Background: an optimization exercise with open tools, aiming at a short achievable clock period and few clock cycles. Do not read the settings as production practice. Function was checked by simulation only, so behaviour that the tests miss may differ from the original. No activity file was given, so power comes from the tool's default toggle rates.

$ cat flow/design.v
module mini_alu_core #(
    parameter int DATA_W  = 16,
    parameter int ADDR_W  = 8,
    parameter int DEPTH   = 254,
    parameter int IP_W    = 16,
    parameter int LED_W   = 8,
    localparam int INSTR_W = 4 + 3 * ADDR_W
) (
    input  logic               Clock,
    input  logic               Reset,
    input  logic               iRun,
    output logic [IP_W-1:0]    oIP,
    input  logic [INSTR_W-1:0] iInstruction,
    output logic [LED_W-1:0]   oLed,
    output logic               oBusy
);
    localparam logic [3:0] OP_ADD  = 4'd1;
    localparam logic [3:0] OP_SUB  = 4'd2;
    localparam logic [3:0] OP_SMUL = 4'd3;
    localparam logic [3:0] OP_STO  = 4'd4;
    localparam logic [3:0] OP_BLE  = 4'd5;
    localparam logic [3:0] OP_JMP  = 4'd6;
    localparam logic [3:0] OP_LED  = 4'd7;
    localparam int CNT_W = $clog2(DATA_W + 1);
    localparam logic [ADDR_W-1:0] ADDR_RL = {{(ADDR_W-1){1'b1}}, 1'b0};
    localparam logic [ADDR_W-1:0] ADDR_RH = {ADDR_W{1'b1}};
    localparam logic [ADDR_W-1:0] DEPTH_A = ADDR_W'(DEPTH);
    typedef enum logic [1:0] {EXEC, MUL, FIN} state_t;
    state_t                state_q, state_d;
    logic [IP_W-1:0]       ip_q, ip_d;
    logic [INSTR_W-1:0]    instr_q, instr_d;
    logic [LED_W-1:0]      led_q, led_d;
    logic [DATA_W-1:0]     rl_q, rl_d, rh_q, rh_d;
    logic [DATA_W-1:0]     mcand_q, mcand_d;
    logic [2*DATA_W-1:0]   prod_q, prod_d;
    logic                  sign_q, sign_d;
    logic [CNT_W-1:0]      count_q, count_d;
    logic [DATA_W-1:0]     regs_q [DEPTH];
    logic                  regWe;
    logic [DATA_W-1:0]     regWdata;
    logic [3:0]            op;
    logic [ADDR_W-1:0]     dst, s1Addr, s0Addr;
    logic [DATA_W-1:0]     imm, aVal, bVal, absA, absB, addRes, subRes;
    logic [2*DATA_W-1:0]   prodSigned;
    assign op     = instr_q[INSTR_W-1 -: 4];
    assign dst    = instr_q[3*ADDR_W-1 -: ADDR_W];
    assign s1Addr = instr_q[2*ADDR_W-1 -: ADDR_W];
    assign s0Addr = instr_q[ADDR_W-1:0];
    assign imm    = DATA_W'(instr_q[2*ADDR_W-1:0]);
    function automatic logic [DATA_W-1:0] readReg(input logic [ADDR_W-1:0] addr);
        if (addr == ADDR_RL)      readReg = rl_q;
        else if (addr == ADDR_RH) readReg = rh_q;
        else if (addr < DEPTH_A)  readReg = regs_q[addr];
        else                      readReg = '0;
    endfunction
    function automatic logic [2*DATA_W-1:0] mulStep(input logic [2*DATA_W-1:0] p,
                                                    input logic [DATA_W-1:0]   mc);
        logic [DATA_W:0] upper;
        upper = {1'b0, p[2*DATA_W-1:DATA_W]} + (p[0] ? {1'b0, mc} : '0);
        mulStep = {upper, p[DATA_W-1:1]};
    endfunction
    assign aVal = readReg(s1Addr);
    assign bVal = readReg(s0Addr);
    assign absA = aVal[DATA_W-1] ? -aVal : aVal;
    assign absB = bVal[DATA_W-1] ? -bVal : bVal;
    assign prodSigned = sign_q ? -prod_q : prod_q;
    assign addRes = aVal + bVal;
    assign subRes = aVal - bVal;
    always_comb begin
        state_d  = state_q;
        ip_d     = ip_q;
        instr_d  = instr_q;
        led_d    = led_q;
        rl_d     = rl_q;
        rh_d     = rh_q;
        mcand_d  = mcand_q;
        prod_d   = prod_q;
        sign_d   = sign_q;
        count_d  = count_q;
        regWe    = 1'b0;
        regWdata = '0;
        oBusy    = 1'b0;
        case (state_q)
            EXEC: begin
                if (op == OP_SMUL) begin
                    oBusy = 1'b1;
                    if (iRun) begin
                        mcand_d = absA;
                        prod_d  = mulStep({{DATA_W{1'b0}}, absB}, absA);
                        sign_d  = aVal[DATA_W-1] ^ bVal[DATA_W-1];
                        count_d = CNT_W'(DATA_W - 1);
                        state_d = MUL;
                    end
                end else if (iRun) begin
                    ip_d    = ip_q + 1'b1;
                    instr_d = iInstruction;
                    case (op)
                        OP_ADD: begin regWe = 1'b1; regWdata = addRes; end
                        OP_SUB: begin regWe = 1'b1; regWdata = subRes; end
                        OP_STO: begin regWe = 1'b1; regWdata = imm;    end
                        OP_BLE: begin
                            if ($signed(aVal) <= $signed(bVal)) begin
                                ip_d    = IP_W'(dst);
                                instr_d = '0;
                            end
                        end
                        OP_JMP: begin
                            ip_d    = IP_W'(dst);
                            instr_d = '0;
                        end
                        OP_LED: led_d = aVal[LED_W-1:0];
                        default: ;
                    endcase
                end
            end
            MUL: begin
                oBusy = 1'b1;
                if (iRun) begin
                    prod_d  = mulStep(prod_q, mcand_q);
                    count_d = count_q - 1'b1;
                    if (count_q == CNT_W'(1)) state_d = FIN;
                end
            end
            FIN: begin
                if (iRun) begin
                    {rh_d, rl_d} = prodSigned;
                    ip_d    = ip_q + 1'b1;
                    instr_d = iInstruction;
                    state_d = EXEC;
                end
            end
            default: state_d = EXEC;
        endcase
    end
    always_ff @(posedge Clock or posedge Reset) begin
        if (Reset) begin
            state_q <= EXEC;
            ip_q    <= '0;
            instr_q <= '0;
            led_q   <= '0;
            rl_q    <= '0;
            rh_q    <= '0;
            mcand_q <= '0;
            prod_q  <= '0;
            sign_q  <= 1'b0;
            count_q <= '0;
        end else begin
            state_q <= state_d;
            ip_q    <= ip_d;
            instr_q <= instr_d;
            led_q   <= led_d;
            rl_q    <= rl_d;
            rh_q    <= rh_d;
            mcand_q <= mcand_d;
            prod_q  <= prod_d;
            sign_q  <= sign_d;
            count_q <= count_d;
        end
    end
    always_ff @(posedge Clock) begin
        if (regWe && (dst < DEPTH_A)) regs_q[dst] <= regWdata;
    end
    assign oIP  = ip_q;
    assign oLed = led_q;
endmodule
$ cat flow/config.mk
export PLATFORM = sky130hd
export DESIGN_NAME = mini_alu_core
export DESIGN_NICKNAME = mini_alu_core
export VERILOG_FILES = /design/flow/design.v
export SDC_FILE = /design/flow/constraint.sdc
export NUM_CORES = 4
export LEC_CHECK = 0
export CAP_MARGIN = 30
export CORE_MARGIN = 2
export CORE_UTILIZATION = 40
export SLEW_MARGIN = 40
$ cat flow/constraint.sdc
create_clock -name core_clock -period 10.0 [get_ports {Clock}]
set_input_delay 2.0000 -clock core_clock [delete_from_list [all_inputs] [get_ports {Clock}]]
set_output_delay 2.0000 -clock core_clock [all_outputs]
set_load 0.01 [all_outputs]
$ cat flow/run.sh
#!/bin/bash
# synth_recipe.tcl (not shown) runs the flow's synth.tcl, then flattens the netlist and writes it again
# the make line also repeats each setting of config.mk as NAME=value (left out here)
make -C /OpenROAD-flow-scripts/flow DESIGN_CONFIG=/design/flow/config.mk WORK_HOME=/design/flow/orfs CLKGATE_MAP_FILE= SYNTH_SCRIPT=/design/flow/synth_recipe.tcl finish
==> flow_summary.json <==
{
  "nNetsFinal": 10090,
  "drtAntennaViolNets": 0,
  "cp_slowest_cell": "dfrtp_4",
  "synth_area_um2": 198400,
  "cp-end-kind": "register",
  "yosysSeqAreaShare_pct": 63.27,
  "dr.pass1.iters": 6,
  "rr_startpoint": "instr_q[9]$_DFFE_PP0P_",
  "required_ns": 10.78,
  "timing.final.hold_violations": 0,
  "drt-vias-per-instance": 6.817,
  "pre_cts_ws_ns": 1.039,
  "die_x_um": 708.3,
  "cp_top_family": "compound AO/OA/AOI/OAI gates",
  "maxCapViolations": 0,
  "worst-path-max-fanout": 63,
  "place_congestion": 0.9428,
  "grt-ovfl-total": 0,
  "timing.final.crit_share_pct": 94.20,
  "rows": 258,
  "crit_start": "instr_q[9]$_DFFE_PP0P_",
  "post_cts_buffers": 0,
  "cts_resized": 0,
  "num_vias": 115200,
  "clkSinkCount": 4204,
  "synthToLayoutAreaGrowth_pct": 16.61,
  "grt_use_total_pct": 28.18,
  "root_buffer": "clkbuf_16",
  "yosys_warnings": 1,
  "final_layout_size_suffix_gt1_share_pct": 41.62,
  "setup_ws_ns": 0.5799,
  "synth.avg_cell_area_um2": 20.82,
  "skew_ns": 0.07917,
  "ir_worst_vdd_v": 0.0002384,
  "grt_pass1_vias": 114300,
  "place_inst": 16060,
  "min_from": "mcand_q[8]$_DFFE_PP0P_",
  "slew_headroom_pct": 29.26,
  "cp-start-kind": "register",
  "drt_iter0_drc": 18500,
  "grt_max_degree": 175,
  "status": "complete, no violations",
  "netlist_instances": 9530,
  "clockBufferDepth": 4,
  "grt_pass1_wl_mm": 973.0,
  "slowest_delay_ns": 0.82,
  "wl_per_cell_um": 42.40,
  "die_y_um": 708.3,
  "clock_latency_ns": 1.08,
  "n_fill_cell": 40150,
  "finalCriticalPeriod_ns": 9.420,
  "timing.hold.ws_ns": 0.4707,
  "power_density_nw_per_um2": 287.1,
  "fmax_ghz": 0.1062,
  "start_util_pct": 40.17,
  "core-area_um2": 493900,
  "final_cells": 16900,
  "antenna_found_initial": 53,
  "routed_wl_mm": 716.5,
  "synthArstFlopShare_pct": 3.330,
  "htreeDepth": 5,
  "port_buffers": 55,
  "hpwl_mm": 479.9,
  "die_area_um2": 501700,
  "synth-edff-count": 4064,
  "tns_ns": 0,
  "path_buf_inv": 7,
  "path_class": "reg2reg",
  "remaining_drc_errors": 0,
  "cts_tree": "done",
  "pin_count": 56,
  "ys.flop_type": "edfxtp_1",
  "path_clk_slew_ns": 0.06,
  "setup_violations": 0,
  "fin_util_pct": 46.84,
  "tightest_slew_ns": 1.054,
  "synth_seq_cells": 4204,
  "postSynthNetCount": 9617,
  "leakagePower_uw": 0.06610,
  "ctsHoldBuffers": 0,
  "cp_data_arrival_time_ns": 10.20,
  "slew_violations": 0,
  "crit_path_frequent_cell": "buf_12",
  "cts_buffers": 435,
  "synth.distinct_cells": 81,
  "min_path_type": "reg2reg",
  "rsz0062_at_grt": "no"
}
==> Yosys cell counts, drive strengths merged (22+ instances only) <==
| cell type | n | area (um2) |
|---|---|---|
| nor2b | 29 | 181.4 |
| a22o | 38 | 332.8 |
| buf | 430 | 2569 |
| nand3 | 47 | 235.2 |
| dfrtp | 140 | 3503 |
| nand2 | 305 | 1145 |
| mux4 | 2493 | 56150 |
| edfxtp | 4064 | 122000 |
| a22oi | 53 | 397.9 |
| and2 | 29 | 181.4 |
| inv | 66 | 247.7 |
| clkbuf | 324 | 1216 |
| o22ai | 42 | 262.8 |
| nor4 | 24 | 156.4 |
| a21oi | 134 | 674.4 |
| xnor2 | 53 | 464.2 |
| nor2 | 366 | 1374 |
| o221ai | 24 | 210.2 |
| o21ai | 174 | 870.8 |
| nand2b | 22 | 137.6 |
| ha | 54 | 675.7 |
| nor3 | 51 | 255.2 |
| mux2 | 52 | 585.6 |
| xor2 | 42 | 367.9 |
| a221oi | 26 | 227.7 |
| mux2i | 179 | 1792 |
==> tightest hold or removal path: cells and delay by family (launching register included) <==
| kind | cells | cell delay (ns) |
|---|---|---|
| flops | 1 | 0.34 |
| simple gates | 2 | 0.10 |
==> final timing paths <==
| path | to | slack, ns | depth (start not counted) |
|---|---|---|---|
| max in group asynchronous | instr_q[12]$_DFFE_PP0P_ | 7.27 | 3 |
| min in group asynchronous | ip_q[5]$_DFFE_PP0P_ | 1.43 | 2 |
| hold reg to reg | mcand_q[8]$_DFFE_PP0P_ | 0.47 | 2 |
| setup / recovery | regs_q[70][14]$_DFFE_PP_ | 0.58 | 26 |
| hold / removal | mcand_q[8]$_DFFE_PP0P_ | 0.47 | 2 |
| setup reg to reg | regs_q[70][14]$_DFFE_PP_ | 0.58 | 26 |
==> report_power, final <==
group / internal (uW) / switching [uW] / total (uW)
Sequential: 19500 / 712 / 20200
Combinational: 11600 / 17700 / 29300
Clock: 9690 / 7210 / 16900
Total: 40800 / 25600 / 66400
==> metrics by stage <==
stage | area [um2] | power, uW
detailed placement | 216500 | 49310
floorplan | 198600 | 37970
global route | 231300 | 67970
CTS | 231200 | 66050
global placement | 209900 | 49170
finish | 231400 | 66420
==> per-layer routing <==
layer,vias up,track usage [%],wire [um]
met5,-,0,439
met4,34,14.79,44650
met2,8243,42.17,322500
met3,1575,8.467,88400
li1,42740,-,-
met1,62610,37.29,260500
==> registers in the layout, summed over array words and instances, names as in the netlist <==
signal and count:
count_q 5, instr_q 28, ip_q 16, led_q 8, mcand_q 16, prod_q 32
regs_q 4064, rh_q 16, rl_q 16, sign_q 1, state_q 2
==> logic make-up (layout without fill, tap and decap cells) <==
family                   Yosys count  after routing  share of synthesized area, %
adder cells (fa/ha/maj)           56             56                        0.3607
flip-flops                      4204           4204                         63.27
buffers and inverters            822           1668                         2.036
XOR/XNOR                          95             95                        0.4194
other                              0             24                             0
multiplexers                    2724           2724                         29.50
AND/OR/NAND/NOR                  946            946                         2.109
AO/OA/AOI/OAI                    683            683                         2.304
==> cell usage in the layout, fill, tap and decap left out, types with 20 or more instances in the layout <==
| cell type | Yosys | routed |
|---|---|---|
| xnor2_1 | 53 | 53 |
| o21ai_0 | 165 | 162 |
| nor2_2 | 0 | 43 |
| nand3_1 | 47 | 37 |
| a221oi_1 | 26 | 24 |
| o221ai_1 | 24 | 22 |
| clkdlybuf4s50_1 | 0 | 55 |
| xor2_1 | 42 | 42 |
| nor3_1 | 51 | 42 |
| buf_12 | 0 | 107 |
| mux2_2 | 51 | 51 |
| o31ai_1 | 20 | 20 |
| mux4_2 | 2493 | 2493 |
| mux2i_1 | 179 | 175 |
| ha_1 | 54 | 54 |
| nor2_4 | 0 | 230 |
| clkinv_1 | 2 | 76 |
| dfrtp_1 | 140 | 123 |
| clkbuf_1 | 324 | 86 |
| and2_1 | 29 | 27 |
| nand2_1 | 305 | 291 |
| diode_2 | 0 | 24 |
| a22o_1 | 38 | 38 |
| clkinv_2 | 0 | 92 |
| clkbuf_16 | 0 | 442 |
| buf_8 | 0 | 154 |
| o22ai_1 | 42 | 41 |
| buf_4 | 97 | 314 |
| buf_16 | 0 | 142 |
| nor4_1 | 23 | 22 |
| a22oi_1 | 53 | 53 |
| nand2b_1 | 22 | 21 |
| inv_1 | 60 | 58 |
| edfxtp_1 | 4064 | 4064 |
| nor2_1 | 366 | 93 |
| a21oi_1 | 133 | 128 |
| bufinv_16 | 0 | 57 |
==> cell type report <==
cell class | instances | area (um2) | area share [%]
Antenna cell | 24 | 60.06 | 0.02596
Clock buffer | 542 | 11560 | 4.998
Clock inverter | 271 | 3059 | 1.322
Inverter | 68 | 285.3 | 0.1233
Multi-Input combinational cell | 4504 | 71230 | 30.79
Sequential cell | 4204 | 125600 | 54.28
Tap cell | 6500 | 8133 | 3.515
Timing Repair Buffer | 787 | 11430 | 4.942
Testbench counts, summed over its fixed seeds: cycles 50,067.

## static timing again, ports no longer ideal
The flow's constraints put no driver on any port. The routed layout listed below was extracted and timed again, unchanged, in two steps. Step 1 (the two cells are an assumption about what drives the block):
set clk [get_ports {Clock}]
set_driving_cell -lib_cell sky130_fd_sc_hd__clkbuf_16 $clk
set_driving_cell -lib_cell sky130_fd_sc_hd__buf_2 [delete_from_list [all_inputs] $clk]
Step 2 also shifts input and output timing later by t, the mid clock arrival at the registers, as if the neighbouring blocks saw the same clock. Slacks: no drivers / after step 1 / after step 2; pairs: no drivers / after step 1.
t (ns): 1.154
slack for setup (ns): 0.580 / 0.580 / 0.580
worst setup path at the end: register to register
worst register clock-pin slew, ns: 0.07 / 0.07
After both steps this run still meets setup and hold. The setup slack of this run moves by 0.000 ns with the drivers and by 0.000 ns with both steps.
